This is an optimization exercise on Yosys and OpenROAD, whose aim is small area, a short achievable clock period and few clock cycles per item, not a production implementation.
Where RTL was checked, it was by simulation tests only, not by an equivalence proof against the original.

alpha:
## kalman_filter_mc
module kalman_filter_mc #(
    parameter int DW    = 13,
    parameter int CH    = 3,
    parameter int CW    = 2,
    parameter int FRAC  = 12,
    parameter int Q_DEF = 1,
    parameter int R_DEF = 64,
    parameter int B     = 3           
) (
    input  logic              clk,
    input  logic              rst_n,
    input  logic              cfg_we,
    input  logic [DW-2:0]     q_cfg,
    input  logic [DW-2:0]     r_cfg,
    input  logic              clr,
    input  logic              in_valid,
    output logic              in_ready,
    input  logic [CW-1:0]     in_ch,
    input  logic signed [DW-1:0] in_data,
    output logic              out_valid,
    output logic [CW-1:0]     out_ch,
    output logic signed [DW-1:0] out_data
);
    localparam int PW  = DW - 1;            
    localparam int KW  = FRAC + 1;          
    localparam int DNW = PW + 2;            
    localparam int NIT = FRAC / B;          
    logic [PW-1:0] r_q, r_r;         
    logic [PW-1:0] r_qe, r_re;       
    logic          r_dirty;          
    logic signed [DW-1:0] r_x  [CH];
    logic [PW-1:0]        r_p  [CH];
    logic [KW-1:0]        r_k  [CH];    
    logic [PW-1:0]        r_pn [CH];    
    logic [CH-1:0]        r_seeded;
    logic [CH-1:0]        r_kv;         
    logic [CH-1:0]        r_fx;         
    logic                 r_s_valid;
    logic [CW-1:0]        r_s_ch;
    logic signed [DW-1:0] r_s_z;
    logic                 r_in_ready;
    logic                 r_in_ready_o;     
    logic                 r_out_valid;
    logic [CW-1:0]        r_out_ch;
    logic signed [DW-1:0] r_out_data;
    logic                 r_e_busy;     
    logic                 r_e_mul;      
    logic [CW-1:0]        r_e_ch;
    logic [$clog2(NIT+1)-1:0] r_e_cnt;
    logic [PW-1:0]        r_e_pf;
    logic [DNW-1:0]       r_e_den;
    logic [DNW-1:0]       r_e_rem;
    logic                 r_e_q12;
    logic [FRAC-1:0]      r_e_q;
    logic                 r_e_dz;       
    logic [CH-1:0]        r_s_oh;       
    logic                 w_s_seeded, w_s_kv, w_s_k12, w_fire;
    logic [CH-1:0]        w_xsel;
  ...
For scale: roughly 310 flip-flops, about 61 I/O pins.
make LEC_CHECK=0 CAP_MARGIN=20 CORE_MARGIN=2 CORE_UTILIZATION=40 SLEW_MARGIN=20 finish   # period 50.0 ns
run.sh (not shown) runs the stock make flow with config.mk's settings and CLKGATE_MAP_FILE= SYNTH_SCRIPT=/design/flow/synth_recipe.tcl, a recipe that flattens the netlist after the stock synthesis.
Relative to alpha, the following input files were edited for beta:
--- a/flow/design.v
+++ b/flow/design.v
@@ -30,29 +30,29 @@
     logic [PW-1:0] r_qe, r_re;       
     logic          r_dirty;          
     logic signed [DW-1:0] r_x  [CH];
     logic [PW-1:0]        r_p  [CH];
     logic [KW-1:0]        r_k  [CH];    
     logic [PW-1:0]        r_pn [CH];    
     logic [CH-1:0]        r_seeded;
     logic [CH-1:0]        r_kv;         
-    logic [CH-1:0]        r_fx;         
+    logic [CH-1:0]        w_fx;         
     logic                 r_s_valid;
     logic [CW-1:0]        r_s_ch;
     logic signed [DW-1:0] r_s_z;
     logic                 r_in_ready;
     logic                 r_in_ready_o;     
     logic                 r_out_valid;
     logic [CW-1:0]        r_out_ch;
     logic signed [DW-1:0] r_out_data;
     logic                 r_e_busy;     
     logic                 r_e_mul;      
     logic [CW-1:0]        r_e_ch;
-    logic [$clog2(NIT+1)-1:0] r_e_cnt;
+    logic [3:0]           r_e_cnt;
     logic [PW-1:0]        r_e_pf;
     logic [DNW-1:0]       r_e_den;
     logic [DNW-1:0]       r_e_rem;
     logic                 r_e_q12;
     logic [FRAC-1:0]      r_e_q;
     logic                 r_e_dz;       
     logic [CH-1:0]        r_s_oh;       
     logic                 w_s_seeded, w_s_kv, w_s_k12, w_fire;
@@ -81,30 +81,31 @@
         w_xn       = (w_s_seeded && !w_s_k12) ? w_msum : r_s_z;
     end
     logic [DNW-1:0] w_rem [B+1];
     logic [B-1:0]   w_qb;
     logic [DNW:0]   w_t   [B];
     logic           w_e_last;
     logic [FRAC-1:0] w_e_q;
     logic [PW-1:0]  w_e_pn;
-    logic           w_e_fx;
     always_comb begin
         w_rem[0] = r_e_rem;
         for (int i = 0; i < B; i++) begin
             w_t[i] = {w_rem[i], 1'b0} - {1'b0, r_e_den};
             w_qb[B-1-i] = !w_t[i][DNW] && !r_e_dz;
             w_rem[i+1]  = w_qb[B-1-i] ? w_t[i][DNW-1:0] : {w_rem[i][DNW-2:0], 1'b0};
         end
         w_e_last = (r_e_cnt == 1);
         w_e_q    = {r_e_q[FRAC-1-B:0], w_qb};
         w_e_pn   = w_msum[PW-1:0] & {PW{!r_e_q12}};
-        w_e_fx   = (w_e_pn == r_p[r_e_ch]);
-    end
-    logic           w_l_go;
+        for (int c = 0; c < CH; c++)
+            w_fx[c] = (r_pn[c] == r_p[c]);
+    end
+    logic           w_l_go, w_l_byp;
+    logic [PW-1:0]  w_l_p;
     logic [CW-1:0]  w_l_ch;
     logic [PW:0]    w_l_psum;
     logic [PW-1:0]  w_l_pf;
     logic [DNW-1:0] w_l_den;
     logic           w_l_r0;
     logic           w_inval;
     logic           w_e_done;
     logic           w_e_free;
@@ -120,35 +121,39 @@
         w_l_ch = '0;
         for (int c = CH-1; c >= 0; c--)
             if (w_cand[c]) begin
                 w_l_go = 1'b1;
                 w_l_ch = CW'(c);
             end
         if (r_s_valid && w_cand[r_s_ch])
             w_l_ch = r_s_ch;
-        w_l_go   = w_l_go && w_e_free && !w_inval;
-        w_l_psum = {1'b0, r_p[w_l_ch]} + {1'b0, r_qe};
+        w_l_byp  = w_fire && w_s_seeded && !(|(r_s_oh & w_fx));
+        if (w_l_byp)
+            w_l_ch = r_s_ch;
+        w_l_go   = (w_l_go || w_l_byp) && w_e_free && !w_inval;
+        w_l_p    = w_l_byp ? r_pn[r_s_ch] : r_p[w_l_ch];
+        w_l_psum = {1'b0, w_l_p} + {1'b0, r_qe};
         w_l_pf   = w_l_psum[PW] ? '1 : w_l_psum[PW-1:0];
         w_l_den  = DNW'(w_l_pf) + DNW'(r_re);
         w_l_r0   = (r_re == '0);
     end
     logic [CH-1:0] w_seeded_n, w_kv_n, w_ok_n;
     logic          w_e_abort, w_e_mul_n;
     always_comb begin
         w_e_abort = w_inval || (w_fire && !w_s_seeded && r_s_ch == r_e_ch);
         w_e_mul_n = r_e_busy && w_e_last && !w_e_abort;
         for (int c = 0; c < CH; c++) begin
             w_seeded_n[c] = r_seeded[c] && !clr;
             w_kv_n[c]     = r_kv[c];
             if (w_e_done && !w_e_abort && r_e_ch == CW'(c))
                 w_kv_n[c] = 1'b1;
             if (w_fire && r_s_ch == CW'(c)) begin
                 w_seeded_n[c] = 1'b1;
-                w_kv_n[c]     = w_s_seeded && r_fx[c];
+                w_kv_n[c]     = w_s_seeded && w_fx[c];
             end
             if (w_inval)
                 w_kv_n[c] = 1'b0;
             w_ok_n[c] = !w_seeded_n[c] || (w_kv_n[c] && !w_e_mul_n);
         end
     end
     logic w_rdy_n, w_rdy_o_n;
     always_comb begin
@@ -222,21 +227,20 @@
                 r_x[c] <= w_xn;
                 r_p[c] <= w_s_seeded ? r_pn[c] : r_re;
             end
         r_out_ch   <= r_s_ch;
         r_out_data <= w_xn;
         if (w_e_done) begin
             r_k[r_e_ch]  <= {r_e_q12, r_e_q};
             r_pn[r_e_ch] <= w_e_pn;
-            r_fx[r_e_ch] <= w_e_fx;
         end
         if (w_l_go) begin
             r_e_ch  <= w_l_ch;
-            r_e_cnt <= NIT[$bits(r_e_cnt)-1:0];
+            r_e_cnt <= 4'(NIT);
             r_e_pf  <= w_l_pf;
             r_e_den <= w_l_den;
             r_e_dz  <= (w_l_den == '0);
             r_e_rem <= w_l_r0 ? '0 : DNW'(w_l_pf);
             r_e_q12 <= w_l_r0 && w_l_pf != '0;
         end else begin
             r_e_cnt <= r_e_cnt - 1'b1;
             r_e_rem <= w_rem[B];
## What came out
Summary: with alpha as the reference, netlist area before placement in beta moved down slightly. Compared with alpha, beta improves first-iteration DRC count. From alpha to beta the numbers moved as follows: design area went down by about 0.6%, post-layout worst setup margin shows an increase of 560 ps, count of different cell masters after synthesis shows a reduction of 11%. Summary of the comparison: minimum hold slack is lower in beta, relative to alpha.
No functional check of the RTL was part of any run of this note.

========
## rev 12
The RTL this note starts from:
==> flow/design.v <==
`default_nettype none
module kalman_filter_mc #(
    parameter int DW    = 13,
    parameter int CH    = 3,
    parameter int CW    = 2,
    parameter int FRAC  = 12,
    parameter int Q_DEF = 1,
    parameter int R_DEF = 64,
    parameter int B     = 3           
) (
    input  logic              clk,
    input  logic              rst_n,
    input  logic              cfg_we,
    input  logic [DW-2:0]     q_cfg,
    input  logic [DW-2:0]     r_cfg,
    input  logic              clr,
    input  logic              in_valid,
    output logic              in_ready,
    input  logic [CW-1:0]     in_ch,
    input  logic signed [DW-1:0] in_data,
    output logic              out_valid,
    output logic [CW-1:0]     out_ch,
    output logic signed [DW-1:0] out_data
);
    localparam int PW  = DW - 1;            
    localparam int KW  = FRAC + 1;          
    localparam int DNW = PW + 2;            
    localparam int NIT = FRAC / B;          
    logic [PW-1:0] r_q, r_r;         
    logic [PW-1:0] r_qe, r_re;       
    logic          r_dirty;          
    logic signed [DW-1:0] r_x  [CH];
    logic [PW-1:0]        r_p  [CH];
    logic [KW-1:0]        r_k  [CH];    
    logic [PW-1:0]        r_pn [CH];    
    logic [CH-1:0]        r_seeded;
    logic [CH-1:0]        r_kv;         
    logic [CH-1:0]        w_fx;         
    logic                 r_s_valid;
    logic [CW-1:0]        r_s_ch;
    logic signed [DW-1:0] r_s_z;
    logic                 r_in_ready;
    logic                 r_in_ready_o;     
    logic                 r_out_valid;
    logic [CW-1:0]        r_out_ch;
    logic signed [DW-1:0] r_out_data;
    logic                 r_e_busy;     
    logic                 r_e_mul;      
    logic [CW-1:0]        r_e_ch;
    logic [3:0]           r_e_cnt;
    logic [PW-1:0]        r_e_pf;
    logic [DNW-1:0]       r_e_den;
    logic [DNW-1:0]       r_e_rem;
    logic                 r_e_q12;
    logic [FRAC-1:0]      r_e_q;
    logic                 r_e_dz;       
    logic [CH-1:0]        r_s_oh;       
    logic [CH-1:0]        r_xsel;       
    logic [CH-1:0]        r_ksel;       
    logic                 r_zsel;       
    logic                 r_csel;       
    logic                 w_s_seeded, w_s_kv, w_fire;
    logic signed [DW-1:0] w_ma, w_mb, w_msum;
    logic [FRAC-1:0]      w_k;
    logic signed [DW:0]   w_innov;
    logic signed [FRAC+DW+1:0] w_acc;
    always_comb begin
        w_s_seeded = |(r_s_oh & r_seeded);
        w_s_kv     = |(r_s_oh & r_kv);
        w_fire     = r_s_valid && !r_e_mul && (!w_s_seeded || w_s_kv);
        w_mb       = (DW'(r_e_pf) & {DW{r_e_mul}}) | (r_s_z & {DW{r_zsel}});
        w_k        = r_e_q & {FRAC{r_e_mul}};
        for (int c = 0; c < CH; c++) begin
            w_mb    = w_mb | (r_x[c] & {DW{r_xsel[c]}});
            w_k     = w_k | (r_k[c][FRAC-1:0] & {FRAC{r_ksel[c]}});
        end
        w_ma       = r_s_z & {DW{!r_e_mul}};
        w_innov    = (DW+1)'(w_ma) - (DW+1)'(w_mb);
        w_acc      = $signed({w_mb, {FRAC{r_csel}}}) + $signed({1'b0, w_k}) * w_innov;
        w_msum     = w_acc[FRAC+DW-1:FRAC];
    end
    logic [DNW-1:0] w_rem [B+1];
    logic [B-1:0]   w_qb;
    logic [DNW:0]   w_t   [B];
    logic           w_e_last;
    logic [FRAC-1:0] w_e_q;
    logic [PW-1:0]  w_e_pn;
    always_comb begin
        w_rem[0] = r_e_rem;
        for (int i = 0; i < B; i++) begin
            w_t[i] = {w_rem[i], 1'b0} - {1'b0, r_e_den};
            w_qb[B-1-i] = !w_t[i][DNW] && !r_e_dz;
            w_rem[i+1]  = w_qb[B-1-i] ? w_t[i][DNW-1:0] : {w_rem[i][DNW-2:0], 1'b0};
        end
        w_e_last = (r_e_cnt == 1);
        w_e_q    = {r_e_q[FRAC-1-B:0], w_qb};
        w_e_pn   = w_msum[PW-1:0] & {PW{!r_e_q12}};
        for (int c = 0; c < CH; c++)
            w_fx[c] = (r_pn[c] == r_p[c]);
    end
    logic           w_l_go, w_l_byp;
    logic [PW-1:0]  w_l_p;
    logic [CW-1:0]  w_l_ch;
    logic [PW:0]    w_l_psum;
    logic [PW-1:0]  w_l_pf;
    logic [DNW-1:0] w_l_den;
    logic           w_l_r0;
    logic           w_inval;
    logic           w_e_done;
    logic           w_e_free;
    logic [CH-1:0]  w_cand;
    always_comb begin
        w_inval  = r_in_ready && r_dirty;
        w_e_done = r_e_mul;
        w_e_free = !r_e_busy;
        for (int c = 0; c < CH; c++)
            w_cand[c] = !r_kv[c] && r_seeded[c] && !(w_fire && r_s_ch == CW'(c))
                        && !((r_e_busy || r_e_mul) && r_e_ch == CW'(c));
        w_l_go = 1'b0;
        w_l_ch = '0;
        for (int c = CH-1; c >= 0; c--)
            if (w_cand[c]) begin
                w_l_go = 1'b1;
                w_l_ch = CW'(c);
            end
        if (r_s_valid && w_cand[r_s_ch])
            w_l_ch = r_s_ch;
        w_l_byp  = w_fire && w_s_seeded && !(|(r_s_oh & w_fx));
        if (w_l_byp)
            w_l_ch = r_s_ch;
        w_l_go   = (w_l_go || w_l_byp) && w_e_free && !w_inval;
        w_l_p    = w_l_byp ? r_pn[r_s_ch] : r_p[w_l_ch];
        w_l_psum = {1'b0, w_l_p} + {1'b0, r_qe};
        w_l_pf   = w_l_psum[PW] ? '1 : w_l_psum[PW-1:0];
        w_l_den  = DNW'(w_l_pf) + DNW'(r_re);
        w_l_r0   = (r_re == '0);
    end
    logic [CH-1:0] w_seeded_n, w_kv_n, w_ok_n;
    logic          w_e_abort, w_e_mul_n;
    always_comb begin
        w_e_abort = w_inval || (w_fire && !w_s_seeded && r_s_ch == r_e_ch);
        w_e_mul_n = r_e_busy && w_e_last && !w_e_abort;
        for (int c = 0; c < CH; c++) begin
            w_seeded_n[c] = r_seeded[c] && !clr;
            w_kv_n[c]     = r_kv[c];
            if (w_e_done && !w_e_abort && r_e_ch == CW'(c))
                w_kv_n[c] = 1'b1;
            if (w_fire && r_s_ch == CW'(c)) begin
                w_seeded_n[c] = 1'b1;
                w_kv_n[c]     = w_s_seeded && w_fx[c];
            end
            if (w_inval)
                w_kv_n[c] = 1'b0;
            w_ok_n[c] = !w_e_mul_n && (!w_seeded_n[c] || w_kv_n[c]);
        end
    end
    logic w_rdy_n, w_rdy_o_n;
    always_comb begin
        if (r_in_ready)
            w_rdy_n = !in_valid || in_ch == 2'd3 || w_ok_n[in_ch];
        else
            w_rdy_n = !r_s_valid || w_fire || w_ok_n[r_s_ch];
        w_rdy_o_n = w_ok_n[r_in_ready ? in_ch : r_s_ch];
        if (r_in_ready ? (!in_valid || in_ch == 2'd3) : (!r_s_valid || w_fire))
            w_rdy_o_n = 1'b1;
    end
    logic [CH-1:0] w_oh_n, w_k12_n, w_xsel_n, w_ksel_n;
    always_comb begin
        for (int c = 0; c < CH; c++) begin
            w_oh_n[c]   = r_in_ready ? (in_ch == CW'(c)) : r_s_oh[c];
            w_k12_n[c]  = (r_e_mul && r_e_ch == CW'(c)) ? r_e_q12 : r_k[c][FRAC];
            w_ksel_n[c] = w_oh_n[c] && w_seeded_n[c] && !w_e_mul_n;
            w_xsel_n[c] = w_ksel_n[c] && !w_k12_n[c];
        end
    end
    always_ff @(posedge clk or negedge rst_n) begin
        if (!rst_n) begin
            r_qe        <= PW'(Q_DEF);
            r_re        <= PW'(R_DEF);
            r_dirty     <= 1'b0;
            r_seeded    <= '0;
            r_kv        <= '0;
            r_s_valid   <= 1'b0;
            r_in_ready  <= 1'b0;
            r_in_ready_o <= 1'b0;
            r_out_valid <= 1'b0;
            r_e_busy    <= 1'b0;
            r_e_mul     <= 1'b0;
        end else begin
            if (r_in_ready) begin
                if (r_dirty) begin
                    r_qe <= r_q;
                    r_re <= r_r;
                end
                r_dirty <= cfg_we;
            end else if (cfg_we) begin
                r_dirty <= 1'b1;
            end
            r_seeded    <= w_seeded_n;
            r_kv        <= w_kv_n;
            r_out_valid <= w_fire;
            if (r_in_ready)
                r_s_valid <= in_valid && (in_ch != 2'd3);
            else
                r_s_valid <= r_s_valid && !w_fire;
            r_in_ready <= w_rdy_n;
            r_in_ready_o <= w_rdy_o_n;
            if (w_l_go) begin
                r_e_busy <= 1'b1;
                r_e_mul  <= 1'b0;
            end else if (w_e_abort) begin
                r_e_busy <= 1'b0;
                r_e_mul  <= 1'b0;
            end else if (r_e_busy && w_e_last) begin
                r_e_busy <= 1'b0;
                r_e_mul  <= 1'b1;
            end else if (w_e_done) begin
                r_e_mul  <= 1'b0;
            end
        end
    end
    always_ff @(posedge clk) begin
        if (cfg_we) begin
            r_q <= q_cfg;
            r_r <= r_cfg;
        end
        if (r_in_ready) begin
            r_s_z  <= in_data;
            r_s_ch <= in_ch;
        end
        for (int c = 0; c < CH; c++)
            if (w_fire && r_s_oh[c]) begin
                r_x[c] <= w_msum;
                r_p[c] <= w_s_seeded ? r_pn[c] : r_re;
            end
        r_out_ch   <= r_s_ch;
        r_out_data <= w_msum;
        r_s_oh     <= w_oh_n;
        r_xsel     <= w_xsel_n;
        r_ksel     <= w_ksel_n;
        r_zsel     <= !w_e_mul_n && !(|w_xsel_n);
        r_csel     <= !(|w_xsel_n);
        if (w_e_done) begin
            r_k[r_e_ch]  <= {r_e_q12, r_e_q};
            r_pn[r_e_ch] <= w_e_pn;
        end
        if (w_l_go) begin
            r_e_ch  <= w_l_ch;
            r_e_cnt <= 4'(NIT);
            r_e_pf  <= w_l_pf;
            r_e_den <= w_l_den;
            r_e_dz  <= (w_l_den == '0);
            r_e_rem <= w_l_r0 ? '0 : DNW'(w_l_pf);
            r_e_q12 <= w_l_r0 && w_l_pf != '0;
        end else begin
            r_e_cnt <= r_e_cnt - 1'b1;
            r_e_rem <= w_rem[B];
            if (r_e_busy)
                r_e_q <= w_e_q;
        end
    end
    assign in_ready  = r_in_ready_o;
    assign out_valid = r_out_valid;
    assign out_ch    = r_out_ch;
    assign out_data  = r_out_data;
endmodule
`default_nettype wire
export LEC_CHECK = 0
export CAP_MARGIN = 20
export CORE_MARGIN = 2
export CORE_UTILIZATION = 40
export SLEW_MARGIN = 20
create_clock -name core_clock -period 50.0 [get_ports {clk}]
standard.sh (not shown) runs the stock make flow with config.mk's settings and CLKGATE_MAP_FILE= SYNTH_SCRIPT=/design/flow/synth_recipe.tcl, a recipe that flattens the netlist after the stock synthesis.
==> flow/flow/run.sh <==
#!/bin/bash
set -euo pipefail
bash standard.sh "BUFFER_PORTS_ARGS=-buffer_cell sky130_fd_sc_hd__buf_4" finish > flow_make.log 2>&1
The inputs of rev 13 differ from those of rev 12 as listed below.
--- a/flow/design.v
+++ b/flow/design.v
@@ -127,11 +127,14 @@
             w_l_ch = r_s_ch;
         w_l_byp  = w_fire && w_s_seeded && !(|(r_s_oh & w_fx));
         if (w_l_byp)
             w_l_ch = r_s_ch;
         w_l_go   = (w_l_go || w_l_byp) && w_e_free && !w_inval;
-        w_l_p    = w_l_byp ? r_pn[r_s_ch] : r_p[w_l_ch];
+        w_l_p    = '0;
+        for (int c = 0; c < CH; c++)
+            if (w_l_byp ? r_s_oh[c] : (w_l_ch == CW'(c)))
+                w_l_p = w_l_p | (w_l_byp ? r_pn[c] : r_p[c]);
         w_l_psum = {1'b0, w_l_p} + {1'b0, r_qe};
         w_l_pf   = w_l_psum[PW] ? '1 : w_l_psum[PW-1:0];
         w_l_den  = DNW'(w_l_pf) + DNW'(r_re);
         w_l_r0   = (r_re == '0);
     end
@@ -239,12 +242,15 @@
         r_xsel     <= w_xsel_n;
         r_ksel     <= w_ksel_n;
         r_zsel     <= !w_e_mul_n && !(|w_xsel_n);
         r_csel     <= !(|w_xsel_n);
         if (w_e_done) begin
-            r_k[r_e_ch]  <= {r_e_q12, r_e_q};
-            r_pn[r_e_ch] <= w_e_pn;
+            for (int c = 0; c < CH; c++)
+                if (r_e_ch == CW'(c)) begin
+                    r_k[c]  <= {r_e_q12, r_e_q};
+                    r_pn[c] <= w_e_pn;
+                end
         end
         if (w_l_go) begin
             r_e_ch  <= w_l_ch;
             r_e_cnt <= 4'(NIT);
             r_e_pf  <= w_l_pf;
Results
- Rev 13 went all the way through the flow, and no timing, DRC or antenna check failed.
- Comparing rev 12 and rev 13, the lower sequential portion of the cell area was measured on rev 13.
- Non-clock buffer count in rev 13 vs rev 12: up 8
- Against rev 12, storage element area in rev 13 fell by a few percent.
- Run comparison: rev 13 top routing layer in use met4; rev 12 top routing layer in use met5
- When rev 13 is measured against rev 12, its total routed wire length on the met1 layer turns out 1700 um lower.
- Changes observed in rev 13 relative to rev 12: overall die width went down by 0.94%; effective utilization at floorplan went down by 0.38 points.
- Of the two values seen for most common library cell in the layout ignoring fill and taps, nand2_1 was produced by rev 12 and inv_1 by rev 13.
Testbench counts of rev 13, summed over its fixed seeds: cycles 13,158, items 12,000.
No functional check of the RTL was part of rev 12.

-- what the ideal ports hide --
Ports are ideal in the flow. The routed layouts listed here were re-timed in OpenROAD. Step 1 assumes that a clkbuf_16 drives the clock port and a buf_2 every other input. Step 2 times the ports against the registers' clock, not the clock port: input delays grow and output delays shrink by t, the midpoint of the rising clock arrivals with the driver on. a / b / c = no drivers / after step 1 / after step 2; a / b = the first two.
| run | t, ns | setup slack, ns | latest minus earliest clock arrival (ns) | slew at the worst register clock pin (ns) | cell pins on the clock port's net |
|---|---|---|---|---|---|
| alpha | 0.585 | 37.902 / 37.902 / 37.902 | 0.026 / 0.025 | 0.06 / 0.06 | 1 |
| beta | 0.607 | 38.459 / 38.459 / 38.459 | 0.017 / 0.017 | 0.06 / 0.06 | 1 |
| rev 12 | 0.602 | 38.892 / 38.835 / 38.739 | 0.033 / 0.032 | 0.07 / 0.07 | 1 |
| rev 13 | 0.607 | 38.960 / 38.904 / 38.865 | 0.032 / 0.032 | 0.07 / 0.07 | 1 |
After both steps every run listed still meets setup and hold. The setup slack of rev 12, which loses most, moves by -0.057 ns with the drivers and by -0.153 ns with both steps.
